Background: an optimization exercise with open tools, aiming at small area and a short achievable clock period. Do not read the settings as production practice.
In this exercise RTL edits were held to simulation tests only and were not proved equivalent to the original.

==> flow/design.v (outline; a module is shown in full before it is edited, if it fits) <==
// module backprop_decoder: 83 lines
// module gradient_store: 66 lines
// module bp_fa: 7 lines
// module bp_ha: 7 lines
// module bp_mac3: 1782 lines
// module bp_benc: 14 lines
// module bp_mul1: 561 lines
// module backprop_update: 157 lines
module backprop_update
(
    input  logic               clk,
    input  logic               arst_n_i,
    input  logic               store_i,
    input  logic [backprop_pkg::LAYER_W-1:0] layer_i,
    input  logic [backprop_pkg::ROW_W-1:0]   row_i,
    input  logic [backprop_pkg::VEC_W-1:0]   diff_cost_i,
    input  logic [backprop_pkg::VEC_W-1:0]   diff_act_i,
    input  logic [backprop_pkg::VEC_W-1:0]   diff_start_i,
    input  logic               read_update_i,
    input  logic [backprop_pkg::DATA_W-1:0]  learning_rate_i,
    output logic               update_valid_o,
    output logic [backprop_pkg::LAYER_W-1:0] update_layer_o,
    output logic [backprop_pkg::ROW_W-1:0]   update_row_o,
    output logic [backprop_pkg::VEC_W-1:0]   update_value_o
);
  // ...
==> flow/run.sh <==
#!/bin/bash
# synth_recipe.tcl (not shown) runs the flow's synth.tcl, then flattens the netlist and writes it again
# the make line also repeats each setting of config.mk as NAME=value (left out here)
make -C /OpenROAD-flow-scripts/flow DESIGN_CONFIG=/design/flow/config.mk WORK_HOME=/design/flow/orfs CLKGATE_MAP_FILE= SYNTH_SCRIPT=/design/flow/synth_recipe.tcl finish
==> flow/config.mk <==
export PLATFORM = sky130hd
export DESIGN_NAME = backprop_update
export DESIGN_NICKNAME = backprop_update
export VERILOG_FILES = /design/flow/design.v
export SDC_FILE = /design/flow/constraint.sdc
export NUM_CORES = 4
export LEC_CHECK = 0
export CAP_MARGIN = 20
export CORE_MARGIN = 2
export CORE_UTILIZATION = 40
export SETUP_SLACK_MARGIN = 5
export SLEW_MARGIN = 20
==> flow/constraint.sdc <==
create_clock -name core_clock -period 10.0 [get_ports {clk}]
set_input_delay 2.0000 -clock core_clock [delete_from_list [all_inputs] [get_ports {clk}]]
set_output_delay 2.0000 -clock core_clock [all_outputs]
set_load 0.01 [all_outputs]
==> impl_results.md, run 1 <==
* Mapped Cells at 9808
* Cell Area, Synth at 116000 um^2
* Worst reg2reg startpoint: dn_q[2][7]
* # clk buffers at 254
* Cell with the largest stage delay on the worst path: dfxtp_2
* Hold_buf cts at 0
* Detailed Route WL at 412000 um
* Core footprint at 288000 um^2
* Chip Width at 541 um
* Status: no timing/DRC/antenna violations
* EDFF count, synth at 1152
* Non-clock buffer count at 697
* Placed Cells at 13200
* Final Cell Area at 132000 um^2
* Placed cell areas at 122000 um^2
* Levels on crit path at 12
* Slew @ Worst Pin at 1180 ps
* Synth area leaders: edfxtp_1 (30%), fa_1 (20%), a22oi_1 (11%)
* DR vias at 83600
* RSZ-0062 raised after global routing: yes
* Hold_sp: u_decoder.a2_layer_q[1]
* Register area at 46700 um^2
* Final clock-cell share at 4.53%
* Met3 routed WL at 49500 um
* Compound-Gate Fraction of Synth Area at 15.1%
* Area leader, netlist: edfxtp_1
* IO buf count at 220
* Most used routing layer: met2
* M2 GR Usage at 40.4%
* Largest cell class: multi-input gates
* Worst path cell trace: ha_4, inv_2, fa_2, nand2b_4, a211oi_4, nor2_2, a31oi_4, a21oi_4, mux2i_4, nor2_4, inv_4, buf_6
* P&R area growth vs syn at 14.6%
* Critical Setup Path Class: reg2out
* Post-synthesis mux area share at 0.139%
* Final setup TNS at 0 ps
* Largest net degree at the start of global routing at 94
==> inputs of run 2 (changes only) <==
--- a/flow/design.v
+++ b/flow/design.v
@@ -1211,32 +1211,32 @@
     logic a_c1029;
     logic a_s1030;
     logic a_c1031;
-    logic a_s1032;
-    logic a_c1033;
-    logic a_s1034;
-    logic a_c1035;
-    logic a_s1036;
-    logic a_c1037;
-    logic a_s1038;
-    logic a_c1039;
-    logic a_s1040;
-    logic a_c1041;
-    logic a_s1042;
-    logic a_c1043;
-    logic a_s1044;
-    logic a_c1045;
-    logic a_s1046;
-    logic a_c1047;
-    logic a_s1048;
-    logic a_c1049;
-    logic a_s1050;
-    logic a_c1051;
-    logic a_s1052;
-    logic a_c1053;
-    logic a_s1054;
-    logic a_c1055;
-    logic a_s1056;
-    logic a_c1057;
+    logic a_x1032;
+    logic a_x1033;
+    logic a_x1034;
+    logic a_x1035;
+    logic a_x1036;
+    logic a_x1037;
+    logic a_x1038;
+    logic a_x1039;
+    logic a_x1040;
+    logic a_x1041;
+    logic a_x1042;
+    logic a_x1043;
+    logic a_x1044;
+    logic a_x1045;
+    logic a_x1046;
+    logic a_x1047;
+    logic a_x1048;
+    logic a_x1049;
+    logic a_x1050;
+    logic a_x1051;
+    logic a_x1052;
+    logic a_x1053;
+    logic a_x1054;
+    logic a_x1055;
+    logic a_x1056;
+    logic a_x1057;
     assign a_p1 = (one0[0] & x0[0]) ^ neg0[0];
     assign a_p2 = ((one0[0] & x0[1]) | (two0[0] & x0[0])) ^ neg0[0];
     assign a_p3 = ((one0[0] & x0[2]) | (two0[0] & x0[1])) ^ neg0[0];
@@ -1771,179 +1771,192 @@
     bp_fa u_a_s706 (.a(a_p109), .b(a_p119), .c(a_p213), .s(a_s706), .co(a_c707));
     bp_fa u_a_s708 (.a(a_p228), .b(a_p242), .c(a_p254), .s(a_s708), .co(a_c709));
     bp_fa u_a_s710 (.a(a_p264), .b(a_p358), .c(a_p373), .s(a_s710), .co(a_c711));
-    bp_fa u_a_s712 (.a(a_p84), .b(a_p98), .c(a_p110), .s(a_s712), .co(a_c713));
-    bp_fa u_a_s714 (.a(a_p120), .b(a_p229), .c(a_p243), .s(a_s714), .co(a_c715));
-    bp_fa u_a_s716 (.a(a_c132), .b(a_c277), .c(a_c422), .s(a_s716), .co(a_c717));
-    bp_fa u_a_s718 (.a(a_s546), .b(a_s548), .c(a_s550), .s(a_s718), .co(a_c719));
-    bp_fa u_a_s720 (.a(a_c445), .b(a_c447), .c(a_s450), .s(a_s720), .co(a_c721));
-    bp_fa u_a_s722 (.a(a_s452), .b(a_s552), .c(a_s554), .s(a_s722), .co(a_c723));
-    bp_fa u_a_s724 (.a(a_s556), .b(a_c547), .c(a_s560), .s(a_s724), .co(a_c725));
-    bp_fa u_a_s726 (.a(a_c553), .b(a_c555), .c(a_c557), .s(a_s726), .co(a_c727));
-    bp_fa u_a_s728 (.a(a_s456), .b(a_s562), .c(a_s564), .s(a_s728), .co(a_c729));
-    bp_fa u_a_s730 (.a(a_s566), .b(a_s568), .c(a_c561), .s(a_s730), .co(a_c731));
-    bp_ha u_a_s732 (.a(a_s572), .b(a_s570), .s(a_s732), .co(a_c733));
-    bp_fa u_a_s734 (.a(a_c563), .b(a_c565), .c(a_c567), .s(a_s734), .co(a_c735));
-    bp_fa u_a_s736 (.a(a_c569), .b(a_s574), .c(a_s576), .s(a_s736), .co(a_c737));
-    bp_fa u_a_s738 (.a(a_s578), .b(a_s580), .c(a_c573), .s(a_s738), .co(a_c739));
-    bp_fa u_a_s740 (.a(a_c571), .b(a_s582), .c(a_s584), .s(a_s740), .co(a_c741));
-    bp_fa u_a_s742 (.a(a_c575), .b(a_c577), .c(a_c579), .s(a_s742), .co(a_c743));
-    bp_fa u_a_s744 (.a(a_c581), .b(a_s586), .c(a_s588), .s(a_s744), .co(a_c745));
-    bp_fa u_a_s746 (.a(a_s590), .b(a_s592), .c(a_c583), .s(a_s746), .co(a_c747));
-    bp_fa u_a_s748 (.a(a_s594), .b(a_c585), .c(a_s596), .s(a_s748), .co(a_c749));
-    bp_fa u_a_s750 (.a(a_c587), .b(a_c589), .c(a_c591), .s(a_s750), .co(a_c751));
-    bp_fa u_a_s752 (.a(a_c593), .b(a_s598), .c(a_s600), .s(a_s752), .co(a_c753));
-    bp_fa u_a_s754 (.a(a_s602), .b(a_s604), .c(a_c595), .s(a_s754), .co(a_c755));
-    bp_fa u_a_s756 (.a(a_s606), .b(a_c597), .c(a_s608), .s(a_s756), .co(a_c757));
-    bp_fa u_a_s758 (.a(a_c599), .b(a_c601), .c(a_c603), .s(a_s758), .co(a_c759));
-    bp_fa u_a_s760 (.a(a_s610), .b(a_s612), .c(a_c605), .s(a_s760), .co(a_c761));
-    bp_fa u_a_s762 (.a(a_s614), .b(a_c607), .c(a_s616), .s(a_s762), .co(a_c763));
-    bp_fa u_a_s764 (.a(a_c609), .b(a_s618), .c(a_s620), .s(a_s764), .co(a_c765));
-    bp_fa u_a_s766 (.a(a_c611), .b(a_c613), .c(a_s622), .s(a_s766), .co(a_c767));
-    bp_fa u_a_s768 (.a(a_c615), .b(a_s624), .c(a_c617), .s(a_s768), .co(a_c769));
-    bp_fa u_a_s770 (.a(a_s626), .b(a_s628), .c(a_c619), .s(a_s770), .co(a_c771));
-    bp_fa u_a_s772 (.a(a_c621), .b(a_s630), .c(a_s632), .s(a_s772), .co(a_c773));
-    bp_fa u_a_s774 (.a(a_c623), .b(a_s634), .c(a_c625), .s(a_s774), .co(a_c775));
-    bp_fa u_a_s776 (.a(a_c627), .b(a_c629), .c(a_s636), .s(a_s776), .co(a_c777));
-    bp_fa u_a_s778 (.a(a_s638), .b(a_c631), .c(a_c633), .s(a_s778), .co(a_c779));
-    bp_fa u_a_s780 (.a(a_s640), .b(a_s642), .c(a_s644), .s(a_s780), .co(a_c781));
-    bp_fa u_a_s782 (.a(a_c635), .b(a_s646), .c(a_s648), .s(a_s782), .co(a_c783));
-    bp_fa u_a_s784 (.a(a_c637), .b(a_c639), .c(a_s650), .s(a_s784), .co(a_c785));
-    bp_fa u_a_s786 (.a(a_s652), .b(a_c641), .c(a_c643), .s(a_s786), .co(a_c787));
-    bp_fa u_a_s788 (.a(a_c645), .b(a_s654), .c(a_s656), .s(a_s788), .co(a_c789));
-    bp_fa u_a_s790 (.a(a_c647), .b(a_c649), .c(a_s658), .s(a_s790), .co(a_c791));
-    bp_fa u_a_s792 (.a(a_s660), .b(a_s662), .c(a_c651), .s(a_s792), .co(a_c793));
-    bp_fa u_a_s794 (.a(a_c653), .b(a_s664), .c(a_c655), .s(a_s794), .co(a_c795));
-    bp_fa u_a_s796 (.a(a_c657), .b(a_s666), .c(a_s668), .s(a_s796), .co(a_c797));
-    bp_fa u_a_s798 (.a(a_c659), .b(a_c661), .c(a_c663), .s(a_s798), .co(a_c799));
-    bp_fa u_a_s800 (.a(a_s670), .b(a_s672), .c(a_s674), .s(a_s800), .co(a_c801));
-    bp_fa u_a_s802 (.a(a_s676), .b(a_c665), .c(a_s678), .s(a_s802), .co(a_c803));
-    bp_fa u_a_s804 (.a(a_c667), .b(a_c669), .c(a_s680), .s(a_s804), .co(a_c805));
-    bp_fa u_a_s806 (.a(a_c671), .b(a_c673), .c(a_c675), .s(a_s806), .co(a_c807));
-    bp_fa u_a_s808 (.a(a_c677), .b(a_s682), .c(a_s684), .s(a_s808), .co(a_c809));
-    bp_fa u_a_s810 (.a(a_s686), .b(a_s688), .c(a_s690), .s(a_s810), .co(a_c811));
-    bp_fa u_a_s812 (.a(a_c679), .b(a_c681), .c(a_s692), .s(a_s812), .co(a_c813));
-    bp_fa u_a_s814 (.a(a_c545), .b(a_c683), .c(a_c685), .s(a_s814), .co(a_c815));
-    bp_fa u_a_s816 (.a(a_c687), .b(a_c689), .c(a_c691), .s(a_s816), .co(a_c817));
-    bp_fa u_a_s818 (.a(a_s694), .b(a_s696), .c(a_s698), .s(a_s818), .co(a_c819));
-    bp_fa u_a_s820 (.a(a_s700), .b(a_s702), .c(a_c693), .s(a_s820), .co(a_c821));
-    bp_fa u_a_s822 (.a(a_p387), .b(a_p399), .c(a_p409), .s(a_s822), .co(a_c823));
-    bp_fa u_a_s824 (.a(a_c695), .b(a_c697), .c(a_c699), .s(a_s824), .co(a_c825));
-    bp_fa u_a_s826 (.a(a_c701), .b(a_c703), .c(a_s704), .s(a_s826), .co(a_c827));
-    bp_fa u_a_s828 (.a(a_s706), .b(a_s708), .c(a_s710), .s(a_s828), .co(a_c829));
-    bp_fa u_a_s830 (.a(a_p255), .b(a_p265), .c(a_p374), .s(a_s830), .co(a_c831));
-    bp_fa u_a_s832 (.a(a_p388), .b(a_p400), .c(a_p410), .s(a_s832), .co(a_c833));
-    bp_fa u_a_s834 (.a(a_c705), .b(a_c707), .c(a_c709), .s(a_s834), .co(a_c835));
-    bp_fa u_a_s836 (.a(a_c711), .b(a_s712), .c(a_s714), .s(a_s836), .co(a_c837));
-    bp_fa u_a_s838 (.a(a_c144), .b(a_c289), .c(a_c434), .s(a_s838), .co(a_c839));
-    bp_ha u_a_s840 (.a(a_s716), .b(a_s718), .s(a_s840), .co(a_c841));
-    bp_fa u_a_s842 (.a(a_s558), .b(a_c549), .c(a_c551), .s(a_s842), .co(a_c843));
-    bp_fa u_a_s844 (.a(a_s720), .b(a_s722), .c(a_c717), .s(a_s844), .co(a_c845));
-    bp_ha u_a_s846 (.a(a_s724), .b(a_c719), .s(a_s846), .co(a_c847));
-    bp_fa u_a_s848 (.a(a_c559), .b(a_s726), .c(a_c721), .s(a_s848), .co(a_c849));
-    bp_fa u_a_s850 (.a(a_c723), .b(a_s728), .c(a_s732), .s(a_s850), .co(a_c851));
-    bp_fa u_a_s852 (.a(a_c725), .b(a_s730), .c(c[2]), .s(a_s852), .co(a_c853));
-    bp_fa u_a_s854 (.a(a_c727), .b(a_s734), .c(a_c729), .s(a_s854), .co(a_c855));
-    bp_fa u_a_s856 (.a(a_s736), .b(a_c731), .c(a_c733), .s(a_s856), .co(a_c857));
-    bp_fa u_a_s858 (.a(a_s738), .b(a_s740), .c(c[3]), .s(a_s858), .co(a_c859));
-    bp_fa u_a_s860 (.a(a_c735), .b(a_s742), .c(a_c737), .s(a_s860), .co(a_c861));
-    bp_fa u_a_s862 (.a(a_s744), .b(a_c739), .c(a_s746), .s(a_s862), .co(a_c863));
-    bp_fa u_a_s864 (.a(a_c741), .b(a_s748), .c(c[4]), .s(a_s864), .co(a_c865));
-    bp_fa u_a_s866 (.a(a_c743), .b(a_s750), .c(a_c745), .s(a_s866), .co(a_c867));
-    bp_fa u_a_s868 (.a(a_s752), .b(a_c747), .c(a_s754), .s(a_s868), .co(a_c869));
-    bp_fa u_a_s870 (.a(a_c749), .b(a_s756), .c(c[5]), .s(a_s870), .co(a_c871));
-    bp_fa u_a_s872 (.a(a_c751), .b(a_s758), .c(a_c753), .s(a_s872), .co(a_c873));
-    bp_fa u_a_s874 (.a(a_s760), .b(a_c755), .c(a_s762), .s(a_s874), .co(a_c875));
-    bp_fa u_a_s876 (.a(a_c757), .b(a_s764), .c(c[6]), .s(a_s876), .co(a_c877));
-    bp_fa u_a_s878 (.a(a_c759), .b(a_s766), .c(a_c761), .s(a_s878), .co(a_c879));
-    bp_fa u_a_s880 (.a(a_s768), .b(a_c763), .c(a_s770), .s(a_s880), .co(a_c881));
-    bp_fa u_a_s882 (.a(a_c765), .b(a_s772), .c(c[7]), .s(a_s882), .co(a_c883));
-    bp_fa u_a_s884 (.a(a_c767), .b(a_s774), .c(a_c769), .s(a_s884), .co(a_c885));
-    bp_fa u_a_s886 (.a(a_c771), .b(a_s776), .c(a_s778), .s(a_s886), .co(a_c887));
-    bp_fa u_a_s888 (.a(a_c773), .b(a_s780), .c(c[8]), .s(a_s888), .co(a_c889));
-    bp_fa u_a_s890 (.a(a_s782), .b(a_c775), .c(a_c777), .s(a_s890), .co(a_c891));
-    bp_fa u_a_s892 (.a(a_c779), .b(a_s784), .c(a_s786), .s(a_s892), .co(a_c893));
-    bp_fa u_a_s894 (.a(a_c781), .b(a_s788), .c(c[9]), .s(a_s894), .co(a_c895));
-    bp_fa u_a_s896 (.a(a_c783), .b(a_s790), .c(a_s792), .s(a_s896), .co(a_c897));
-    bp_fa u_a_s898 (.a(a_c785), .b(a_c787), .c(a_s794), .s(a_s898), .co(a_c899));
-    bp_fa u_a_s900 (.a(a_c789), .b(a_s796), .c(c[10]), .s(a_s900), .co(a_c901));
-    bp_fa u_a_s902 (.a(a_s798), .b(a_c791), .c(a_s800), .s(a_s902), .co(a_c903));
-    bp_fa u_a_s904 (.a(a_c793), .b(a_c795), .c(a_s802), .s(a_s904), .co(a_c905));
-    bp_fa u_a_s906 (.a(a_c797), .b(a_s804), .c(c[11]), .s(a_s906), .co(a_c907));
-    bp_fa u_a_s908 (.a(a_c799), .b(a_s806), .c(a_c801), .s(a_s908), .co(a_c909));
-    bp_fa u_a_s910 (.a(a_s808), .b(a_s810), .c(a_c803), .s(a_s910), .co(a_c911));
-    bp_fa u_a_s912 (.a(a_c805), .b(a_s812), .c(c[12]), .s(a_s912), .co(a_c913));
-    bp_fa u_a_s914 (.a(a_c807), .b(a_s814), .c(a_s816), .s(a_s914), .co(a_c915));
-    bp_fa u_a_s916 (.a(a_c809), .b(a_c811), .c(a_s818), .s(a_s916), .co(a_c917));
-    bp_fa u_a_s918 (.a(a_s820), .b(a_c813), .c(c[13]), .s(a_s918), .co(a_c919));
-    bp_fa u_a_s920 (.a(a_s822), .b(a_c815), .c(a_c817), .s(a_s920), .co(a_c921));
-    bp_fa u_a_s922 (.a(a_s824), .b(a_c819), .c(a_s826), .s(a_s922), .co(a_c923));
-    bp_fa u_a_s924 (.a(a_s828), .b(a_c821), .c(c[14]), .s(a_s924), .co(a_c925));
-    bp_fa u_a_s926 (.a(a_c823), .b(a_s830), .c(a_s832), .s(a_s926), .co(a_c927));
-    bp_fa u_a_s928 (.a(a_c825), .b(a_s834), .c(a_c827), .s(a_s928), .co(a_c929));
-    bp_fa u_a_s930 (.a(a_c829), .b(a_s836), .c(c[15]), .s(a_s930), .co(a_c931));
-    bp_fa u_a_s932 (.a(a_s838), .b(c[0]), .c(a_s840), .s(a_s932), .co(a_c933));
-    bp_fa u_a_s934 (.a(a_s842), .b(a_s844), .c(a_c839), .s(a_s934), .co(a_c935));
-    bp_ha u_a_s936 (.a(a_s846), .b(c[1]), .s(a_s936), .co(a_c937));
-    bp_fa u_a_s938 (.a(a_c843), .b(a_s848), .c(a_c845), .s(a_s938), .co(a_c939));
-    bp_fa u_a_s940 (.a(a_s850), .b(a_c847), .c(a_s852), .s(a_s940), .co(a_c941));
-    bp_fa u_a_s942 (.a(a_c849), .b(a_s854), .c(a_c851), .s(a_s942), .co(a_c943));
-    bp_fa u_a_s944 (.a(a_s856), .b(a_c853), .c(a_s858), .s(a_s944), .co(a_c945));
-    bp_fa u_a_s946 (.a(a_c855), .b(a_s860), .c(a_c857), .s(a_s946), .co(a_c947));
-    bp_fa u_a_s948 (.a(a_s862), .b(a_c859), .c(a_s864), .s(a_s948), .co(a_c949));
-    bp_fa u_a_s950 (.a(a_c861), .b(a_s866), .c(a_c863), .s(a_s950), .co(a_c951));
-    bp_fa u_a_s952 (.a(a_s868), .b(a_c865), .c(a_s870), .s(a_s952), .co(a_c953));
-    bp_fa u_a_s954 (.a(a_c867), .b(a_s872), .c(a_c869), .s(a_s954), .co(a_c955));
-    bp_fa u_a_s956 (.a(a_s874), .b(a_c871), .c(a_s876), .s(a_s956), .co(a_c957));
-    bp_fa u_a_s958 (.a(a_c873), .b(a_s878), .c(a_c875), .s(a_s958), .co(a_c959));
-    bp_fa u_a_s960 (.a(a_s880), .b(a_c877), .c(a_s882), .s(a_s960), .co(a_c961));
-    bp_fa u_a_s962 (.a(a_c879), .b(a_s884), .c(a_c881), .s(a_s962), .co(a_c963));
-    bp_fa u_a_s964 (.a(a_s886), .b(a_c883), .c(a_s888), .s(a_s964), .co(a_c965));
-    bp_fa u_a_s966 (.a(a_c885), .b(a_s890), .c(a_c887), .s(a_s966), .co(a_c967));
-    bp_fa u_a_s968 (.a(a_s892), .b(a_c889), .c(a_s894), .s(a_s968), .co(a_c969));
-    bp_fa u_a_s970 (.a(a_c891), .b(a_s896), .c(a_c893), .s(a_s970), .co(a_c971));
-    bp_fa u_a_s972 (.a(a_s898), .b(a_c895), .c(a_s900), .s(a_s972), .co(a_c973));
-    bp_fa u_a_s974 (.a(a_s902), .b(a_c897), .c(a_c899), .s(a_s974), .co(a_c975));
-    bp_fa u_a_s976 (.a(a_s904), .b(a_c901), .c(a_s906), .s(a_s976), .co(a_c977));
-    bp_fa u_a_s978 (.a(a_s908), .b(a_c903), .c(a_s910), .s(a_s978), .co(a_c979));
-    bp_fa u_a_s980 (.a(a_c905), .b(a_c907), .c(a_s912), .s(a_s980), .co(a_c981));
-    bp_fa u_a_s982 (.a(a_c909), .b(a_s914), .c(a_s916), .s(a_s982), .co(a_c983));
-    bp_fa u_a_s984 (.a(a_c911), .b(a_c913), .c(a_s918), .s(a_s984), .co(a_c985));
-    bp_fa u_a_s986 (.a(a_s920), .b(a_c915), .c(a_c917), .s(a_s986), .co(a_c987));
-    bp_fa u_a_s988 (.a(a_s922), .b(a_c919), .c(a_s924), .s(a_s988), .co(a_c989));
-    bp_fa u_a_s990 (.a(a_s926), .b(a_c921), .c(a_s928), .s(a_s990), .co(a_c991));
-    bp_fa u_a_s992 (.a(a_c923), .b(a_c925), .c(a_s930), .s(a_s992), .co(a_c993));
-    bp_ha u_a_s994 (.a(a_lc145), .b(a_lc290), .s(a_s994), .co(a_c995));
-    bp_fa u_a_s996 (.a(a_c841), .b(a_s934), .c(a_s936), .s(a_s996), .co(a_c997));
-    bp_fa u_a_s998 (.a(a_s938), .b(a_c935), .c(a_c937), .s(a_s998), .co(a_c999));
-    bp_fa u_a_s1000 (.a(a_c939), .b(a_s942), .c(a_c941), .s(a_s1000), .co(a_c1001));
-    bp_fa u_a_s1002 (.a(a_c943), .b(a_s946), .c(a_c945), .s(a_s1002), .co(a_c1003));
-    bp_fa u_a_s1004 (.a(a_c947), .b(a_s950), .c(a_c949), .s(a_s1004), .co(a_c1005));
-    bp_fa u_a_s1006 (.a(a_c951), .b(a_s954), .c(a_c953), .s(a_s1006), .co(a_c1007));
-    bp_fa u_a_s1008 (.a(a_c955), .b(a_s958), .c(a_c957), .s(a_s1008), .co(a_c1009));
-    bp_fa u_a_s1010 (.a(a_c959), .b(a_s962), .c(a_c961), .s(a_s1010), .co(a_c1011));
-    bp_fa u_a_s1012 (.a(a_c963), .b(a_s966), .c(a_c965), .s(a_s1012), .co(a_c1013));
-    bp_fa u_a_s1014 (.a(a_c967), .b(a_s970), .c(a_c969), .s(a_s1014), .co(a_c1015));
-    bp_fa u_a_s1016 (.a(a_c971), .b(a_s974), .c(a_c973), .s(a_s1016), .co(a_c1017));
-    bp_fa u_a_s1018 (.a(a_c975), .b(a_s978), .c(a_c977), .s(a_s1018), .co(a_c1019));
-    bp_fa u_a_s1020 (.a(a_s982), .b(a_c979), .c(a_c981), .s(a_s1020), .co(a_c1021));
-    bp_fa u_a_s1022 (.a(a_s986), .b(a_c983), .c(a_c985), .s(a_s1022), .co(a_c1023));
-    bp_fa u_a_s1024 (.a(a_c987), .b(a_s990), .c(a_c989), .s(a_s1024), .co(a_c1025));
-    bp_ha u_a_s1026 (.a(a_lc435), .b(a_s932), .s(a_s1026), .co(a_c1027));
-    bp_fa u_a_s1028 (.a(a_c933), .b(a_c995), .c(a_s996), .s(a_s1028), .co(a_c1029));
-    bp_fa u_a_s1030 (.a(a_c997), .b(a_s998), .c(a_s940), .s(a_s1030), .co(a_c1031));
-    bp_fa u_a_s1032 (.a(a_c999), .b(a_s944), .c(a_s1000), .s(a_s1032), .co(a_c1033));
-    bp_fa u_a_s1034 (.a(a_s948), .b(a_c1001), .c(a_s1002), .s(a_s1034), .co(a_c1035));
-    bp_fa u_a_s1036 (.a(a_s952), .b(a_c1003), .c(a_s1004), .s(a_s1036), .co(a_c1037));
-    bp_fa u_a_s1038 (.a(a_s956), .b(a_c1005), .c(a_s1006), .s(a_s1038), .co(a_c1039));
-    bp_fa u_a_s1040 (.a(a_s960), .b(a_c1007), .c(a_s1008), .s(a_s1040), .co(a_c1041));
-    bp_fa u_a_s1042 (.a(a_s964), .b(a_c1009), .c(a_s1010), .s(a_s1042), .co(a_c1043));
-    bp_fa u_a_s1044 (.a(a_s968), .b(a_c1011), .c(a_s1012), .s(a_s1044), .co(a_c1045));
-    bp_fa u_a_s1046 (.a(a_s972), .b(a_c1013), .c(a_s1014), .s(a_s1046), .co(a_c1047));
-    bp_fa u_a_s1048 (.a(a_s976), .b(a_c1015), .c(a_s1016), .s(a_s1048), .co(a_c1049));
-    bp_fa u_a_s1050 (.a(a_s980), .b(a_c1017), .c(a_s1018), .s(a_s1050), .co(a_c1051));
-    bp_fa u_a_s1052 (.a(a_s984), .b(a_c1019), .c(a_s1020), .s(a_s1052), .co(a_c1053));
-    bp_fa u_a_s1054 (.a(a_s988), .b(a_c1021), .c(a_s1022), .s(a_s1054), .co(a_c1055));
-    bp_fa u_a_s1056 (.a(a_s992), .b(a_c1023), .c(a_s1024), .s(a_s1056), .co(a_c1057));
+    bp_fa u_a_s712 (.a(a_c132), .b(a_c277), .c(a_c422), .s(a_s712), .co(a_c713));
+    bp_fa u_a_s714 (.a(a_s546), .b(a_s548), .c(a_s550), .s(a_s714), .co(a_c715));
+    bp_fa u_a_s716 (.a(a_c445), .b(a_c447), .c(a_s450), .s(a_s716), .co(a_c717));
+    bp_fa u_a_s718 (.a(a_s452), .b(a_s552), .c(a_s554), .s(a_s718), .co(a_c719));
+    bp_fa u_a_s720 (.a(a_s556), .b(a_c547), .c(a_s560), .s(a_s720), .co(a_c721));
+    bp_fa u_a_s722 (.a(a_c553), .b(a_c555), .c(a_c557), .s(a_s722), .co(a_c723));
+    bp_fa u_a_s724 (.a(a_s456), .b(a_s562), .c(a_s564), .s(a_s724), .co(a_c725));
+    bp_fa u_a_s726 (.a(a_s566), .b(a_s568), .c(a_c561), .s(a_s726), .co(a_c727));
+    bp_ha u_a_s728 (.a(a_s572), .b(a_s570), .s(a_s728), .co(a_c729));
+    bp_fa u_a_s730 (.a(a_c563), .b(a_c565), .c(a_c567), .s(a_s730), .co(a_c731));
+    bp_fa u_a_s732 (.a(a_c569), .b(a_s574), .c(a_s576), .s(a_s732), .co(a_c733));
+    bp_fa u_a_s734 (.a(a_s578), .b(a_s580), .c(a_c573), .s(a_s734), .co(a_c735));
+    bp_fa u_a_s736 (.a(a_c571), .b(a_s582), .c(a_s584), .s(a_s736), .co(a_c737));
+    bp_fa u_a_s738 (.a(a_c575), .b(a_c577), .c(a_c579), .s(a_s738), .co(a_c739));
+    bp_fa u_a_s740 (.a(a_c581), .b(a_s586), .c(a_s588), .s(a_s740), .co(a_c741));
+    bp_fa u_a_s742 (.a(a_s590), .b(a_s592), .c(a_c583), .s(a_s742), .co(a_c743));
+    bp_fa u_a_s744 (.a(a_s594), .b(a_c585), .c(a_s596), .s(a_s744), .co(a_c745));
+    bp_fa u_a_s746 (.a(a_c587), .b(a_c589), .c(a_c591), .s(a_s746), .co(a_c747));
+    bp_fa u_a_s748 (.a(a_c593), .b(a_s598), .c(a_s600), .s(a_s748), .co(a_c749));
+    bp_fa u_a_s750 (.a(a_s602), .b(a_s604), .c(a_c595), .s(a_s750), .co(a_c751));
+    bp_fa u_a_s752 (.a(a_s606), .b(a_c597), .c(a_s608), .s(a_s752), .co(a_c753));
+    bp_fa u_a_s754 (.a(a_c599), .b(a_c601), .c(a_c603), .s(a_s754), .co(a_c755));
+    bp_fa u_a_s756 (.a(a_s610), .b(a_s612), .c(a_c605), .s(a_s756), .co(a_c757));
+    bp_fa u_a_s758 (.a(a_s614), .b(a_c607), .c(a_s616), .s(a_s758), .co(a_c759));
+    bp_fa u_a_s760 (.a(a_c609), .b(a_s618), .c(a_s620), .s(a_s760), .co(a_c761));
+    bp_fa u_a_s762 (.a(a_c611), .b(a_c613), .c(a_s622), .s(a_s762), .co(a_c763));
+    bp_fa u_a_s764 (.a(a_c615), .b(a_s624), .c(a_c617), .s(a_s764), .co(a_c765));
+    bp_fa u_a_s766 (.a(a_s626), .b(a_s628), .c(a_c619), .s(a_s766), .co(a_c767));
+    bp_fa u_a_s768 (.a(a_c621), .b(a_s630), .c(a_s632), .s(a_s768), .co(a_c769));
+    bp_fa u_a_s770 (.a(a_c623), .b(a_s634), .c(a_c625), .s(a_s770), .co(a_c771));
+    bp_fa u_a_s772 (.a(a_c627), .b(a_c629), .c(a_s636), .s(a_s772), .co(a_c773));
+    bp_fa u_a_s774 (.a(a_s638), .b(a_c631), .c(a_c633), .s(a_s774), .co(a_c775));
+    bp_fa u_a_s776 (.a(a_s640), .b(a_s642), .c(a_s644), .s(a_s776), .co(a_c777));
+    bp_fa u_a_s778 (.a(a_c635), .b(a_s646), .c(a_s648), .s(a_s778), .co(a_c779));
+    bp_fa u_a_s780 (.a(a_c637), .b(a_c639), .c(a_s650), .s(a_s780), .co(a_c781));
+    bp_fa u_a_s782 (.a(a_s652), .b(a_c641), .c(a_c643), .s(a_s782), .co(a_c783));
+    bp_fa u_a_s784 (.a(a_c645), .b(a_s654), .c(a_s656), .s(a_s784), .co(a_c785));
+    bp_fa u_a_s786 (.a(a_c647), .b(a_c649), .c(a_s658), .s(a_s786), .co(a_c787));
+    bp_fa u_a_s788 (.a(a_s660), .b(a_s662), .c(a_c651), .s(a_s788), .co(a_c789));
+    bp_fa u_a_s790 (.a(a_c653), .b(a_s664), .c(a_c655), .s(a_s790), .co(a_c791));
+    bp_fa u_a_s792 (.a(a_c657), .b(a_s666), .c(a_s668), .s(a_s792), .co(a_c793));
+    bp_fa u_a_s794 (.a(a_c659), .b(a_c661), .c(a_c663), .s(a_s794), .co(a_c795));
+    bp_fa u_a_s796 (.a(a_s670), .b(a_s672), .c(a_s674), .s(a_s796), .co(a_c797));
+    bp_fa u_a_s798 (.a(a_s676), .b(a_c665), .c(a_s678), .s(a_s798), .co(a_c799));
+    bp_fa u_a_s800 (.a(a_c667), .b(a_c669), .c(a_s680), .s(a_s800), .co(a_c801));
+    bp_fa u_a_s802 (.a(a_c671), .b(a_c673), .c(a_c675), .s(a_s802), .co(a_c803));
+    bp_fa u_a_s804 (.a(a_c677), .b(a_s682), .c(a_s684), .s(a_s804), .co(a_c805));
+    bp_fa u_a_s806 (.a(a_s686), .b(a_s688), .c(a_s690), .s(a_s806), .co(a_c807));
+    bp_fa u_a_s808 (.a(a_c679), .b(a_c681), .c(a_s692), .s(a_s808), .co(a_c809));
+    bp_fa u_a_s810 (.a(a_c545), .b(a_c683), .c(a_c685), .s(a_s810), .co(a_c811));
+    bp_fa u_a_s812 (.a(a_c687), .b(a_c689), .c(a_c691), .s(a_s812), .co(a_c813));
+    bp_fa u_a_s814 (.a(a_s694), .b(a_s696), .c(a_s698), .s(a_s814), .co(a_c815));
+    bp_fa u_a_s816 (.a(a_s700), .b(a_s702), .c(a_c693), .s(a_s816), .co(a_c817));
+    bp_fa u_a_s818 (.a(a_p387), .b(a_p399), .c(a_p409), .s(a_s818), .co(a_c819));
+    bp_fa u_a_s820 (.a(a_c695), .b(a_c697), .c(a_c699), .s(a_s820), .co(a_c821));
+    bp_fa u_a_s822 (.a(a_c701), .b(a_c703), .c(a_s704), .s(a_s822), .co(a_c823));
+    bp_fa u_a_s824 (.a(a_s706), .b(a_s708), .c(a_s710), .s(a_s824), .co(a_c825));
+    bp_fa u_a_s826 (.a(a_c144), .b(a_c289), .c(a_c434), .s(a_s826), .co(a_c827));
+    bp_ha u_a_s828 (.a(a_s712), .b(a_s714), .s(a_s828), .co(a_c829));
+    bp_fa u_a_s830 (.a(a_s558), .b(a_c549), .c(a_c551), .s(a_s830), .co(a_c831));
+    bp_fa u_a_s832 (.a(a_s716), .b(a_s718), .c(a_c713), .s(a_s832), .co(a_c833));
+    bp_ha u_a_s834 (.a(a_s720), .b(a_c715), .s(a_s834), .co(a_c835));
+    bp_fa u_a_s836 (.a(a_c559), .b(a_s722), .c(a_c717), .s(a_s836), .co(a_c837));
+    bp_fa u_a_s838 (.a(a_c719), .b(a_s724), .c(a_s728), .s(a_s838), .co(a_c839));
+    bp_fa u_a_s840 (.a(a_c721), .b(a_s726), .c(c[2]), .s(a_s840), .co(a_c841));
+    bp_fa u_a_s842 (.a(a_c723), .b(a_s730), .c(a_c725), .s(a_s842), .co(a_c843));
+    bp_fa u_a_s844 (.a(a_s732), .b(a_c727), .c(a_c729), .s(a_s844), .co(a_c845));
+    bp_fa u_a_s846 (.a(a_s734), .b(a_s736), .c(c[3]), .s(a_s846), .co(a_c847));
+    bp_fa u_a_s848 (.a(a_c731), .b(a_s738), .c(a_c733), .s(a_s848), .co(a_c849));
+    bp_fa u_a_s850 (.a(a_s740), .b(a_c735), .c(a_s742), .s(a_s850), .co(a_c851));
+    bp_fa u_a_s852 (.a(a_c737), .b(a_s744), .c(c[4]), .s(a_s852), .co(a_c853));
+    bp_fa u_a_s854 (.a(a_c739), .b(a_s746), .c(a_c741), .s(a_s854), .co(a_c855));
+    bp_fa u_a_s856 (.a(a_s748), .b(a_c743), .c(a_s750), .s(a_s856), .co(a_c857));
+    bp_fa u_a_s858 (.a(a_c745), .b(a_s752), .c(c[5]), .s(a_s858), .co(a_c859));
+    bp_fa u_a_s860 (.a(a_c747), .b(a_s754), .c(a_c749), .s(a_s860), .co(a_c861));
+    bp_fa u_a_s862 (.a(a_s756), .b(a_c751), .c(a_s758), .s(a_s862), .co(a_c863));
+    bp_fa u_a_s864 (.a(a_c753), .b(a_s760), .c(c[6]), .s(a_s864), .co(a_c865));
+    bp_fa u_a_s866 (.a(a_c755), .b(a_s762), .c(a_c757), .s(a_s866), .co(a_c867));
+    bp_fa u_a_s868 (.a(a_s764), .b(a_c759), .c(a_s766), .s(a_s868), .co(a_c869));
+    bp_fa u_a_s870 (.a(a_c761), .b(a_s768), .c(c[7]), .s(a_s870), .co(a_c871));
+    bp_fa u_a_s872 (.a(a_c763), .b(a_s770), .c(a_c765), .s(a_s872), .co(a_c873));
+    bp_fa u_a_s874 (.a(a_c767), .b(a_s772), .c(a_s774), .s(a_s874), .co(a_c875));
+    bp_fa u_a_s876 (.a(a_c769), .b(a_s776), .c(c[8]), .s(a_s876), .co(a_c877));
+    bp_fa u_a_s878 (.a(a_s778), .b(a_c771), .c(a_c773), .s(a_s878), .co(a_c879));
+    bp_fa u_a_s880 (.a(a_c775), .b(a_s780), .c(a_s782), .s(a_s880), .co(a_c881));
+    bp_fa u_a_s882 (.a(a_c777), .b(a_s784), .c(c[9]), .s(a_s882), .co(a_c883));
+    bp_fa u_a_s884 (.a(a_c779), .b(a_s786), .c(a_s788), .s(a_s884), .co(a_c885));
+    bp_fa u_a_s886 (.a(a_c781), .b(a_c783), .c(a_s790), .s(a_s886), .co(a_c887));
+    bp_fa u_a_s888 (.a(a_c785), .b(a_s792), .c(c[10]), .s(a_s888), .co(a_c889));
+    bp_fa u_a_s890 (.a(a_s794), .b(a_c787), .c(a_s796), .s(a_s890), .co(a_c891));
+    bp_fa u_a_s892 (.a(a_c789), .b(a_c791), .c(a_s798), .s(a_s892), .co(a_c893));
+    bp_fa u_a_s894 (.a(a_c793), .b(a_s800), .c(c[11]), .s(a_s894), .co(a_c895));
+    bp_fa u_a_s896 (.a(a_c795), .b(a_s802), .c(a_c797), .s(a_s896), .co(a_c897));
+    bp_fa u_a_s898 (.a(a_s804), .b(a_s806), .c(a_c799), .s(a_s898), .co(a_c899));
+    bp_fa u_a_s900 (.a(a_c801), .b(a_s808), .c(c[12]), .s(a_s900), .co(a_c901));
+    bp_fa u_a_s902 (.a(a_c803), .b(a_s810), .c(a_s812), .s(a_s902), .co(a_c903));
+    bp_fa u_a_s904 (.a(a_c805), .b(a_c807), .c(a_s814), .s(a_s904), .co(a_c905));
+    bp_fa u_a_s906 (.a(a_s816), .b(a_c809), .c(c[13]), .s(a_s906), .co(a_c907));
+    bp_fa u_a_s908 (.a(a_s818), .b(a_c811), .c(a_c813), .s(a_s908), .co(a_c909));
+    bp_fa u_a_s910 (.a(a_s820), .b(a_c815), .c(a_s822), .s(a_s910), .co(a_c911));
+    bp_fa u_a_s912 (.a(a_s824), .b(a_c817), .c(c[14]), .s(a_s912), .co(a_c913));
+    bp_fa u_a_s914 (.a(a_s826), .b(c[0]), .c(a_s828), .s(a_s914), .co(a_c915));
+    bp_fa u_a_s916 (.a(a_s830), .b(a_s832), .c(a_c827), .s(a_s916), .co(a_c917));
+    bp_ha u_a_s918 (.a(a_s834), .b(c[1]), .s(a_s918), .co(a_c919));
+    bp_fa u_a_s920 (.a(a_c831), .b(a_s836), .c(a_c833), .s(a_s920), .co(a_c921));
+    bp_fa u_a_s922 (.a(a_s838), .b(a_c835), .c(a_s840), .s(a_s922), .co(a_c923));
+    bp_fa u_a_s924 (.a(a_c837), .b(a_s842), .c(a_c839), .s(a_s924), .co(a_c925));
+    bp_fa u_a_s926 (.a(a_s844), .b(a_c841), .c(a_s846), .s(a_s926), .co(a_c927));
+    bp_fa u_a_s928 (.a(a_c843), .b(a_s848), .c(a_c845), .s(a_s928), .co(a_c929));
+    bp_fa u_a_s930 (.a(a_s850), .b(a_c847), .c(a_s852), .s(a_s930), .co(a_c931));
+    bp_fa u_a_s932 (.a(a_c849), .b(a_s854), .c(a_c851), .s(a_s932), .co(a_c933));
+    bp_fa u_a_s934 (.a(a_s856), .b(a_c853), .c(a_s858), .s(a_s934), .co(a_c935));
+    bp_fa u_a_s936 (.a(a_c855), .b(a_s860), .c(a_c857), .s(a_s936), .co(a_c937));
+    bp_fa u_a_s938 (.a(a_s862), .b(a_c859), .c(a_s864), .s(a_s938), .co(a_c939));
+    bp_fa u_a_s940 (.a(a_c861), .b(a_s866), .c(a_c863), .s(a_s940), .co(a_c941));
+    bp_fa u_a_s942 (.a(a_s868), .b(a_c865), .c(a_s870), .s(a_s942), .co(a_c943));
+    bp_fa u_a_s944 (.a(a_c867), .b(a_s872), .c(a_c869), .s(a_s944), .co(a_c945));
+    bp_fa u_a_s946 (.a(a_s874), .b(a_c871), .c(a_s876), .s(a_s946), .co(a_c947));
+    bp_fa u_a_s948 (.a(a_c873), .b(a_s878), .c(a_c875), .s(a_s948), .co(a_c949));
+    bp_fa u_a_s950 (.a(a_s880), .b(a_c877), .c(a_s882), .s(a_s950), .co(a_c951));
+    bp_fa u_a_s952 (.a(a_c879), .b(a_s884), .c(a_c881), .s(a_s952), .co(a_c953));
+    bp_fa u_a_s954 (.a(a_s886), .b(a_c883), .c(a_s888), .s(a_s954), .co(a_c955));
+    bp_fa u_a_s956 (.a(a_s890), .b(a_c885), .c(a_c887), .s(a_s956), .co(a_c957));
+    bp_fa u_a_s958 (.a(a_s892), .b(a_c889), .c(a_s894), .s(a_s958), .co(a_c959));
+    bp_fa u_a_s960 (.a(a_s896), .b(a_c891), .c(a_s898), .s(a_s960), .co(a_c961));
+    bp_fa u_a_s962 (.a(a_c893), .b(a_c895), .c(a_s900), .s(a_s962), .co(a_c963));
+    bp_fa u_a_s964 (.a(a_c897), .b(a_s902), .c(a_s904), .s(a_s964), .co(a_c965));
+    bp_fa u_a_s966 (.a(a_c899), .b(a_c901), .c(a_s906), .s(a_s966), .co(a_c967));
+    bp_fa u_a_s968 (.a(a_s908), .b(a_c903), .c(a_c905), .s(a_s968), .co(a_c969));
+    bp_fa u_a_s970 (.a(a_s910), .b(a_c907), .c(a_s912), .s(a_s970), .co(a_c971));
+    bp_ha u_a_s972 (.a(a_lc145), .b(a_lc290), .s(a_s972), .co(a_c973));
+    bp_fa u_a_s974 (.a(a_c829), .b(a_s916), .c(a_s918), .s(a_s974), .co(a_c975));
+    bp_fa u_a_s976 (.a(a_s920), .b(a_c917), .c(a_c919), .s(a_s976), .co(a_c977));
+    bp_fa u_a_s978 (.a(a_c921), .b(a_s924), .c(a_c923), .s(a_s978), .co(a_c979));
+    bp_fa u_a_s980 (.a(a_c925), .b(a_s928), .c(a_c927), .s(a_s980), .co(a_c981));
+    bp_fa u_a_s982 (.a(a_c929), .b(a_s932), .c(a_c931), .s(a_s982), .co(a_c983));
+    bp_fa u_a_s984 (.a(a_c933), .b(a_s936), .c(a_c935), .s(a_s984), .co(a_c985));
+    bp_fa u_a_s986 (.a(a_c937), .b(a_s940), .c(a_c939), .s(a_s986), .co(a_c987));
+    bp_fa u_a_s988 (.a(a_c941), .b(a_s944), .c(a_c943), .s(a_s988), .co(a_c989));
+    bp_fa u_a_s990 (.a(a_c945), .b(a_s948), .c(a_c947), .s(a_s990), .co(a_c991));
+    bp_fa u_a_s992 (.a(a_c949), .b(a_s952), .c(a_c951), .s(a_s992), .co(a_c993));
+    bp_fa u_a_s994 (.a(a_c953), .b(a_s956), .c(a_c955), .s(a_s994), .co(a_c995));
+    bp_fa u_a_s996 (.a(a_c957), .b(a_s960), .c(a_c959), .s(a_s996), .co(a_c997));
+    bp_fa u_a_s998 (.a(a_s964), .b(a_c961), .c(a_c963), .s(a_s998), .co(a_c999));
+    bp_fa u_a_s1000 (.a(a_s968), .b(a_c965), .c(a_c967), .s(a_s1000), .co(a_c1001));
+    bp_ha u_a_s1002 (.a(a_lc435), .b(a_s914), .s(a_s1002), .co(a_c1003));
+    bp_fa u_a_s1004 (.a(a_c915), .b(a_c973), .c(a_s974), .s(a_s1004), .co(a_c1005));
+    bp_fa u_a_s1006 (.a(a_c975), .b(a_s976), .c(a_s922), .s(a_s1006), .co(a_c1007));
+    bp_fa u_a_s1008 (.a(a_c977), .b(a_s926), .c(a_s978), .s(a_s1008), .co(a_c1009));
+    bp_fa u_a_s1010 (.a(a_s930), .b(a_c979), .c(a_s980), .s(a_s1010), .co(a_c1011));
+    bp_fa u_a_s1012 (.a(a_s934), .b(a_c981), .c(a_s982), .s(a_s1012), .co(a_c1013));
+    bp_fa u_a_s1014 (.a(a_s938), .b(a_c983), .c(a_s984), .s(a_s1014), .co(a_c1015));
+    bp_fa u_a_s1016 (.a(a_s942), .b(a_c985), .c(a_s986), .s(a_s1016), .co(a_c1017));
+    bp_fa u_a_s1018 (.a(a_s946), .b(a_c987), .c(a_s988), .s(a_s1018), .co(a_c1019));
+    bp_fa u_a_s1020 (.a(a_s950), .b(a_c989), .c(a_s990), .s(a_s1020), .co(a_c1021));
+    bp_fa u_a_s1022 (.a(a_s954), .b(a_c991), .c(a_s992), .s(a_s1022), .co(a_c1023));
+    bp_fa u_a_s1024 (.a(a_s958), .b(a_c993), .c(a_s994), .s(a_s1024), .co(a_c1025));
+    bp_fa u_a_s1026 (.a(a_s962), .b(a_c995), .c(a_s996), .s(a_s1026), .co(a_c1027));
+    bp_fa u_a_s1028 (.a(a_s966), .b(a_c997), .c(a_s998), .s(a_s1028), .co(a_c1029));
+    bp_fa u_a_s1030 (.a(a_s970), .b(a_c999), .c(a_s1000), .s(a_s1030), .co(a_c1031));
+    assign a_x1032 = a_p84 ^ a_p98;
+    assign a_x1033 = a_p110 ^ a_p120;
+    assign a_x1034 = a_p229 ^ a_p243;
+    assign a_x1035 = a_p255 ^ a_p265;
+    assign a_x1036 = a_p374 ^ a_p388;
+    assign a_x1037 = a_p400 ^ a_p410;
+    assign a_x1038 = a_x1032 ^ a_x1033;
+    assign a_x1039 = a_x1034 ^ a_x1035;
+    assign a_x1040 = a_x1036 ^ a_x1037;
+    assign a_x1041 = a_c705 ^ a_c707;
+    assign a_x1042 = a_c709 ^ a_c711;
+    assign a_x1043 = a_c819 ^ a_x1038;
+    assign a_x1044 = a_x1039 ^ a_x1040;
+    assign a_x1045 = a_x1041 ^ a_x1042;
+    assign a_x1046 = a_x1043 ^ a_x1044;
+    assign a_x1047 = a_c821 ^ a_x1045;
+    assign a_x1048 = a_x1046 ^ a_c823;
+    assign a_x1049 = a_c825 ^ a_x1047;
+    assign a_x1050 = a_x1048 ^ a_c909;
+    assign a_x1051 = a_x1049 ^ a_x1050;
+    assign a_x1052 = a_c911 ^ a_x1051;
+    assign a_x1053 = c[15] ^ a_c969;
+    assign a_x1054 = a_x1052 ^ a_x1053;
+    assign a_x1055 = a_c913 ^ a_x1054;
+    assign a_x1056 = a_x1055 ^ a_c971;
+    assign a_x1057 = a_x1056 ^ a_c1001;
     logic [8:0] ls0;
     assign ls0 = {1'b0, {a_s143, a_s141, a_s139, a_s137, a_s135, a_p18, a_p2, neg0[0]}} + {1'b0, {a_c142, a_c140, a_c138, a_c136, a_c134, a_s133, 1'b0, a_p1}};
     assign a_lc145 = ls0[8];
@@ -1953,8 +1966,8 @@
     logic [8:0] ls2;
     assign ls2 = {1'b0, {a_s433, a_s431, a_s429, a_s427, a_s425, a_p308, a_p292, neg2[0]}} + {1'b0, {a_c432, a_c430, a_c428, a_c426, a_c424, a_s423, 1'b0, a_p291}};
     assign a_lc435 = ls2[8];
-    assign s0 = {a_s1056, a_s1054, a_s1052, a_s1050, a_s1048, a_s1046, a_s1044, a_s1042, a_s1040, a_s1038, a_s1036, a_s1034, a_s1032, a_s1030, a_s1028, a_s994};
-    assign s1 = {a_c1055, a_c1053, a_c1051, a_c1049, a_c1047, a_c1045, a_c1043, a_c1041, a_c1039, a_c1037, a_c1035, a_c1033, a_c1031, a_c1029, a_c1027, a_s1026};
+    assign s0 = {a_x1057, a_s1030, a_s1028, a_s1026, a_s1024, a_s1022, a_s1020, a_s1018, a_s1016, a_s1014, a_s1012, a_s1010, a_s1008, a_s1006, a_s1004, a_s972};
+    assign s1 = {a_c1031, a_c1029, a_c1027, a_c1025, a_c1023, a_c1021, a_c1019, a_c1017, a_c1015, a_c1013, a_c1011, a_c1009, a_c1007, a_c1005, a_c1003, a_s1002};
 endmodule
 `timescale 1ns/1ps
 module bp_benc (
@@ -1974,7 +1987,8 @@
 module bp_mul1 (
     input  logic [15:0] x0,
     input  logic [7:0]  neg0, one0, two0,
-    output logic [15:0] s0, s1
+    output logic [15:0] s0, s1,
+    output logic        t
 );
     logic m_p1;
     logic m_p2;
@@ -2295,14 +2309,12 @@
     logic m_c317;
     logic m_s318;
     logic m_c319;
-    logic m_s320;
-    logic m_c321;
-    logic m_s322;
-    logic m_c323;
-    logic m_s324;
-    logic m_c325;
-    logic m_s326;
-    logic m_c327;
+    logic m_x320;
+    logic m_x321;
+    logic m_x322;
+    logic m_x323;
+    logic m_x324;
+    logic m_x325;
     assign m_p1 = (one0[0] & x0[0]) ^ neg0[0];
     assign m_p2 = ((one0[0] & x0[1]) | (two0[0] & x0[0])) ^ neg0[0];
     assign m_p3 = ((one0[0] & x0[2]) | (two0[0] & x0[1])) ^ neg0[0];
@@ -2492,45 +2504,48 @@
     bp_fa u_m_s254 (.a(m_p118), .b(m_s200), .c(m_c199), .s(m_s254), .co(m_c255));
     bp_fa u_m_s256 (.a(m_p68), .b(m_p83), .c(m_p97), .s(m_s256), .co(m_c257));
     bp_fa u_m_s258 (.a(m_p109), .b(m_p119), .c(m_c201), .s(m_s258), .co(m_c259));
-    bp_fa u_m_s260 (.a(1'b1), .b(m_p84), .c(m_p98), .s(m_s260), .co(m_c261));
-    bp_ha u_m_s262 (.a(m_p110), .b(m_p120), .s(m_s262), .co(m_c263));
-    bp_ha u_m_s264 (.a(m_c132), .b(m_s202), .s(m_s264), .co(m_c265));
-    bp_fa u_m_s266 (.a(m_c151), .b(m_s204), .c(m_s206), .s(m_s266), .co(m_c267));
-    bp_fa u_m_s268 (.a(m_s208), .b(m_c205), .c(m_c207), .s(m_s268), .co(m_c269));
-    bp_fa u_m_s270 (.a(m_c209), .b(m_s212), .c(m_s214), .s(m_s270), .co(m_c271));
-    bp_fa u_m_s272 (.a(m_c213), .b(m_s216), .c(m_c215), .s(m_s272), .co(m_c273));
-    bp_fa u_m_s274 (.a(m_c217), .b(m_s220), .c(m_c219), .s(m_s274), .co(m_c275));
-    bp_fa u_m_s276 (.a(m_c221), .b(m_s224), .c(m_c223), .s(m_s276), .co(m_c277));
-    bp_fa u_m_s278 (.a(m_c225), .b(m_s228), .c(m_c227), .s(m_s278), .co(m_c279));
-    bp_fa u_m_s280 (.a(m_c229), .b(m_s232), .c(m_c231), .s(m_s280), .co(m_c281));
-    bp_fa u_m_s282 (.a(m_c233), .b(m_s236), .c(m_c235), .s(m_s282), .co(m_c283));
-    bp_fa u_m_s284 (.a(m_c237), .b(m_s240), .c(m_c239), .s(m_s284), .co(m_c285));
-    bp_fa u_m_s286 (.a(m_s244), .b(m_c241), .c(m_c243), .s(m_s286), .co(m_c287));
-    bp_fa u_m_s288 (.a(m_s248), .b(m_c245), .c(m_c247), .s(m_s288), .co(m_c289));
-    bp_fa u_m_s290 (.a(m_c249), .b(m_s252), .c(m_s254), .s(m_s290), .co(m_c291));
-    bp_fa u_m_s292 (.a(m_c253), .b(m_s256), .c(m_s258), .s(m_s292), .co(m_c293));
-    bp_fa u_m_s294 (.a(m_s262), .b(m_c257), .c(m_s260), .s(m_s294), .co(m_c295));
-    bp_ha u_m_s296 (.a(m_c144), .b(m_s264), .s(m_s296), .co(m_c297));
-    bp_fa u_m_s298 (.a(m_c203), .b(m_s266), .c(m_c265), .s(m_s298), .co(m_c299));
-    bp_fa u_m_s300 (.a(m_s210), .b(m_c267), .c(m_s268), .s(m_s300), .co(m_c301));
-    bp_fa u_m_s302 (.a(m_c211), .b(m_c269), .c(m_s270), .s(m_s302), .co(m_c303));
-    bp_fa u_m_s304 (.a(m_s218), .b(m_s272), .c(m_c271), .s(m_s304), .co(m_c305));
-    bp_fa u_m_s306 (.a(m_s222), .b(m_c273), .c(m_s274), .s(m_s306), .co(m_c307));
-    bp_fa u_m_s308 (.a(m_s226), .b(m_c275), .c(m_s276), .s(m_s308), .co(m_c309));
-    bp_fa u_m_s310 (.a(m_s230), .b(m_c277), .c(m_s278), .s(m_s310), .co(m_c311));
-    bp_fa u_m_s312 (.a(m_s234), .b(m_c279), .c(m_s280), .s(m_s312), .co(m_c313));
-    bp_fa u_m_s314 (.a(m_s238), .b(m_c281), .c(m_s282), .s(m_s314), .co(m_c315));
-    bp_fa u_m_s316 (.a(m_s242), .b(m_c283), .c(m_s284), .s(m_s316), .co(m_c317));
-    bp_fa u_m_s318 (.a(m_s246), .b(m_c285), .c(m_s286), .s(m_s318), .co(m_c319));
-    bp_fa u_m_s320 (.a(m_s250), .b(m_c287), .c(m_s288), .s(m_s320), .co(m_c321));
-    bp_fa u_m_s322 (.a(m_c251), .b(m_c289), .c(m_s290), .s(m_s322), .co(m_c323));
-    bp_fa u_m_s324 (.a(m_c255), .b(m_s292), .c(m_c291), .s(m_s324), .co(m_c325));
-    bp_fa u_m_s326 (.a(m_c259), .b(m_s294), .c(m_c293), .s(m_s326), .co(m_c327));
+    bp_ha u_m_s260 (.a(m_c132), .b(m_s202), .s(m_s260), .co(m_c261));
+    bp_fa u_m_s262 (.a(m_c151), .b(m_s204), .c(m_s206), .s(m_s262), .co(m_c263));
+    bp_fa u_m_s264 (.a(m_s208), .b(m_c205), .c(m_c207), .s(m_s264), .co(m_c265));
+    bp_fa u_m_s266 (.a(m_c209), .b(m_s212), .c(m_s214), .s(m_s266), .co(m_c267));
+    bp_fa u_m_s268 (.a(m_c213), .b(m_s216), .c(m_c215), .s(m_s268), .co(m_c269));
+    bp_fa u_m_s270 (.a(m_c217), .b(m_s220), .c(m_c219), .s(m_s270), .co(m_c271));
+    bp_fa u_m_s272 (.a(m_c221), .b(m_s224), .c(m_c223), .s(m_s272), .co(m_c273));
+    bp_fa u_m_s274 (.a(m_c225), .b(m_s228), .c(m_c227), .s(m_s274), .co(m_c275));
+    bp_fa u_m_s276 (.a(m_c229), .b(m_s232), .c(m_c231), .s(m_s276), .co(m_c277));
+    bp_fa u_m_s278 (.a(m_c233), .b(m_s236), .c(m_c235), .s(m_s278), .co(m_c279));
+    bp_fa u_m_s280 (.a(m_c237), .b(m_s240), .c(m_c239), .s(m_s280), .co(m_c281));
+    bp_fa u_m_s282 (.a(m_s244), .b(m_c241), .c(m_c243), .s(m_s282), .co(m_c283));
+    bp_fa u_m_s284 (.a(m_s248), .b(m_c245), .c(m_c247), .s(m_s284), .co(m_c285));
+    bp_fa u_m_s286 (.a(m_c249), .b(m_s252), .c(m_s254), .s(m_s286), .co(m_c287));
+    bp_fa u_m_s288 (.a(m_c253), .b(m_s256), .c(m_s258), .s(m_s288), .co(m_c289));
+    bp_ha u_m_s290 (.a(m_c144), .b(m_s260), .s(m_s290), .co(m_c291));
+    bp_fa u_m_s292 (.a(m_c203), .b(m_s262), .c(m_c261), .s(m_s292), .co(m_c293));
+    bp_fa u_m_s294 (.a(m_s210), .b(m_c263), .c(m_s264), .s(m_s294), .co(m_c295));
+    bp_fa u_m_s296 (.a(m_c211), .b(m_c265), .c(m_s266), .s(m_s296), .co(m_c297));
+    bp_fa u_m_s298 (.a(m_s218), .b(m_s268), .c(m_c267), .s(m_s298), .co(m_c299));
+    bp_fa u_m_s300 (.a(m_s222), .b(m_c269), .c(m_s270), .s(m_s300), .co(m_c301));
+    bp_fa u_m_s302 (.a(m_s226), .b(m_c271), .c(m_s272), .s(m_s302), .co(m_c303));
+    bp_fa u_m_s304 (.a(m_s230), .b(m_c273), .c(m_s274), .s(m_s304), .co(m_c305));
+    bp_fa u_m_s306 (.a(m_s234), .b(m_c275), .c(m_s276), .s(m_s306), .co(m_c307));
+    bp_fa u_m_s308 (.a(m_s238), .b(m_c277), .c(m_s278), .s(m_s308), .co(m_c309));
+    bp_fa u_m_s310 (.a(m_s242), .b(m_c279), .c(m_s280), .s(m_s310), .co(m_c311));
+    bp_fa u_m_s312 (.a(m_s246), .b(m_c281), .c(m_s282), .s(m_s312), .co(m_c313));
+    bp_fa u_m_s314 (.a(m_s250), .b(m_c283), .c(m_s284), .s(m_s314), .co(m_c315));
+    bp_fa u_m_s316 (.a(m_c251), .b(m_c285), .c(m_s286), .s(m_s316), .co(m_c317));
+    bp_fa u_m_s318 (.a(m_c255), .b(m_s288), .c(m_c287), .s(m_s318), .co(m_c319));
+    assign m_x320 = 1'b1 ^ m_p84;
+    assign m_x321 = m_p98 ^ m_p110;
+    assign m_x322 = m_p120 ^ m_x320;
+    assign m_x323 = m_x321 ^ m_c257;
+    assign m_x324 = m_x322 ^ m_x323;
+    assign m_x325 = m_c259 ^ m_x324;
     logic [8:0] ls0;
     assign ls0 = {1'b0, {m_s143, m_s141, m_s139, m_s137, m_s135, m_p18, m_p2, neg0[0]}} + {1'b0, {m_c142, m_c140, m_c138, m_c136, m_c134, m_s133, 1'b0, m_p1}};
     assign m_lc145 = ls0[8];
-    assign s0 = {m_s326, m_s324, m_s322, m_s320, m_s318, m_s316, m_s314, m_s312, m_s310, m_s308, m_s306, m_s304, m_s302, m_s300, m_s298, m_lc145};
-    assign s1 = {m_c325, m_c323, m_c321, m_c319, m_c317, m_c315, m_c313, m_c311, m_c309, m_c307, m_c305, m_c303, m_c301, m_c299, m_c297, m_s296};
+    assign t = m_c319;
+    assign s0 = {m_x325, m_s318, m_s316, m_s314, m_s312, m_s310, m_s308, m_s306, m_s304, m_s302, m_s300, m_s298, m_s296, m_s294, m_s292, m_lc145};
+    assign s1 = {m_c289, m_c317, m_c315, m_c313, m_c311, m_c309, m_c307, m_c305, m_c303, m_c301, m_c299, m_c297, m_c295, m_c293, m_c291, m_s290};
 endmodule
 `timescale 1ns/1ps
 module backprop_update
@@ -2668,25 +2683,55 @@
         end
     end
     logic [15:0] o0 [0:2], o1 [0:2];
-    logic [15:0] o0_q [0:2], o1_q [0:2];
+    logic [15:0] op_q [0:2], og_q [0:2];
+    logic [2:0]  ot, ot_q;
     generate
         for (j = 0; j < 3; j++) begin : g_scale
             logic [15:0] gsum;
-            assign gsum = g0_q[j] + g1_q[j];
+            bp_pfx_add u_gadd (.p(g0_q[j] ^ g1_q[j]), .g(g0_q[j] & g1_q[j]), .sum(gsum));
             bp_mul1 u_mul (
                 .x0   (gsum),
                 .neg0 (rn_q[j]), .one0 (r1_q[j]), .two0 (r2_q[j]),
                 .s0   (o0[j]),
-                .s1   (o1[j])
+                .s1   (o1[j]),
+                .t    (ot[j])
             );
-            assign update_value_o[47-16*j -: 16] = o0_q[j] + o1_q[j];
+            logic [15:0] osum;
+            bp_pfx_add u_add (.p(op_q[j]), .g(og_q[j]), .sum(osum));
+            assign update_value_o[47-16*j -: 16] = osum ^ {ot_q[j], 15'd0};
         end
     endgenerate
     always_ff @(posedge clk) begin
         for (int i = 0; i < 3; i++) begin
-            o0_q[i] <= o0[i];
-            o1_q[i] <= o1[i];
+            op_q[i] <= o0[i] ^ o1[i];
+            ot_q[i] <= ot[i];
+            og_q[i] <= o0[i] & o1[i];
         end
     end
     assign d_new = update_value_o;
 endmodule
+module bp_pfx_add (
+    input  logic [15:0] p,
+    input  logic [15:0] g,
+    output logic [15:0] sum
+);
+    logic [15:0] gg [0:4];
+    logic [15:0] pp [0:4];
+    assign gg[0] = g;
+    assign pp[0] = p;
+    genvar l, i;
+    generate
+        for (l = 0; l < 4; l++) begin : g_lvl
+            for (i = 0; i < 16; i++) begin : g_bit
+                if (i >= (1 << l)) begin : g_c
+                    assign gg[l+1][i] = gg[l][i] | (pp[l][i] & gg[l][i-(1<<l)]);
+                    assign pp[l+1][i] = pp[l][i] & pp[l][i-(1<<l)];
+                end else begin : g_n
+                    assign gg[l+1][i] = gg[l][i];
+                    assign pp[l+1][i] = pp[l][i];
+                end
+            end
+        end
+    endgenerate
+    assign sum = p ^ {gg[4][14:0], 1'b0};
+endmodule
==> run 2 against run 1 <==
Still clean; clock skew increased by 20 ps; non-clock buffer count increased by 44; die area increased by 0.29%; core utilization increased by 0.54 points; via count increased by 1.2%; sequential share of layout area decreased by 0.41 points; area after synthesis increased by 0.29%; flip-flop and latch count unchanged; critical endpoint is now op_q[1][7]; highest routed layer unchanged.
==> impl_results.md, run 2 <==
* Status: no timing/DRC/antenna violations (unchanged)
* Chip Width at 542 um (was 541 um)
* Most used routing layer: met2 (unchanged)
* Slew @ Worst Pin at 1180 ps (about the same)
* Worst setup SP type: register (unchanged)
* Largest net degree at the start of global routing at 97 (was 94)
* Commonest non-fill, non-tap cells in the layout: a22oi_1 (1699), edfxtp_1 (1152), fa_1 (1080) (was a22oi_1 (1655), edfxtp_1 (1152), fa_1 (1120))
* Cell with the most instances after synthesis: a22oi_1 (unchanged)
* Detailed Route WL at 424000 um (was 412000 um)
* Area leader, netlist: edfxtp_1 (unchanged)
* EDFF count, synth at 1152 (unchanged)
* Final setup TNS at 0 ps (unchanged)
* Max H-tree Level at 4 (unchanged)
* Worst setup margin at 4890 ps (was 4730 ps)
* Final min period at 5110 ps (was 5270 ps)
* Initial antenna violation count at 53 (was 49)
* Worst slew margin at 20.9% (about the same)
* DR pass1 iterations at 9 (was 7)
* Cell Area, Synth at 116000 um^2 (about the same)
* Worst Path Arrival at 5850 ps (was 3270 ps)
* DIE HEIGHT at 542 um (was 541 um)
* Main synth FF type: edfxtp_1 (unchanged)
* Mapped Cells at 9902 (was 9808)
* Io pins at 221 (unchanged)
* Placed Cells at 13300 (was 13200)
* Total GRT Usage at 27.6% (was 27.2%)
* Synthesis-stage register bit count at 1724 (unchanged)
* Critical Setup Path Class: reg2reg (was reg2out)
* Core footprint at 288000 um^2 (about the same)
* Final setup viols at 0 (unchanged)
* RSZ-0062 raised after global routing: yes (unchanged)
* M2 GR Usage at 40.5% (was 40.4%)
* Ys async rst share at 3.54% (unchanged)
* Clock sinks at 1724 (unchanged)
* P&R area growth vs syn at 15.8% (was 14.6%)
* Synth area leaders: edfxtp_1 (30%), fa_1 (19%), a22oi_1 (11%) (was edfxtp_1 (30%), fa_1 (20%), a22oi_1 (11%))
* IO buf count at 220 (unchanged)
* Worst-path maximum fanout at 4 (was 3)
* Starting density of the core at 40.2% (about the same)
* Post-synthesis cell type count at 76 (was 80)
* Worst-Skew Late Latency at 900 ps (was 880 ps)
* DR vias at 84600 (was 83600)
* Pre-CTS WS at 4240 ps (was 3720 ps)
* Rows at 197 (unchanged)
* Via density at 6.09 (was 6.08)
* Register area at 46800 um^2 (was 46700 um^2)
* Register area share after synthesis at 40.0% (was 40.1%)
[run 2: per-layer routing]
layer	share of wire (%)	vias up
li1	-	34500
met1	38	43000
met2	43	5764
met3	13	1161
met4	5.8	54
met5	0.10	-
[run 2: logic make-up (layout without fill, tap and decap cells)]
family          count (synthesis)  count (layout)  share of synthesized area (%)
compound gates               2349            2349                           15.0
simple gates                  958             958                           3.88
other cells                     0              18                              0
fa+ha+maj                    1460            1460                           23.1
buf+inv                      1805            1999                           5.86
mux                            15              15                          0.130
flops                        1724            1724                           40.0
xor+xnor                     1591            1592                           12.1
[run 2: what timing repair did]
item / in CTS / in global routing
pin swaps: 129 / 214
buffers inserted: 106 / 134
resized for setup: 503 / 473
hold buffers: 0 / 0
endpoints found under the setup margin: 196 / 156
gates cloned: 2 / 24
[run 2: path summary, 6_finish.rpt]
| kind | from | end | slack (ps) | depth (start not counted) |
|---|---|---|---|---|
| hold reg to reg | u_decoder.a2_row_q[0] | u_decoder.a3_row_q[0] | 330 | 0 |
| max in group asynchronous | arst_n_i | u_decoder.dsel2_o[6] | 8100 | 2 |
| setup / recovery | g1_q[1][0] | op_q[1][7] | 4890 | 21 |
| setup reg to reg | g1_q[1][0] | op_q[1][7] | 4890 | 21 |
| min in group asynchronous | arst_n_i | u_decoder.v1_q | 1290 | 2 |
| hold / removal | u_decoder.a2_row_q[0] | u_decoder.a3_row_q[0] | 330 | 0 |
[run 2: through the flow]
stage / hold WS [ps] / utilization [%] / area (um^2)
floorplan: 310 / - / 116000
global placement: 323 / 42.3 / 122000
detailed placement: 314 / 42.3 / 122000
CTS: 333 / 45.4 / 131000
global route: 334 / 46.6 / 134000
finish: 330 / 46.6 / 134000
[run 2: area by class of cell]
class	instances	area share, %
multi-input combinational	6374	48.3
sequential	1724	34.8
timing repair buffer	741	5.95
clock buffer	248	3.95
tap	3781	3.53
inverter	918	2.59
clock inverter	92	0.787
antenna	18	0.0336
[run 2: critical path: stages, from the launching register on]
cell,delay (ps)
dfxtp_2,330
ha_4,160
fa_2,370
a211oi_4,310
o21ai_2,130
a2111oi_4,330
nor3_2,80
a21o_1,190
a21oi_4,270
xnor2_4,190
buf_12,160
a22oi_2,70
xnor2_2,190
fa_2,570
inv_1,60
fa_2,360
inv_2,60
fa_1,400
inv_1,80
fa_1,400
inv_1,80
ha_2,270

re-timing with driven ports:
The results above use ideal ports. As a check the final layouts listed here were re-extracted and re-timed, cells and wires unchanged.
Step 1: set_driving_cell puts a clkbuf_16 on clk and a buf_2 on each other input, an assumption about the parent block.
Step 2 times the ports against the registers' clock, not the clock port: input delays grow and output delays shrink by t, the midpoint of the rising clock arrivals with the driver on.
Three values: ideal, step 1, step 2; two values: the first two.
run	t (ns)	setup slack, ns	clock arrival spread, ns	worst register clock-pin slew, ns
run 1	0.944	4.730 / 4.630 / 4.213	0.079 / 0.079	0.09 / 0.09
run 2	0.946	4.895 / 4.796 / 4.475	0.099 / 0.098	0.07 / 0.07
After both steps every run listed still meets setup and hold. The setup slack of run 1, which loses most, moves by -0.100 ns with the drivers and by -0.517 ns with both steps.
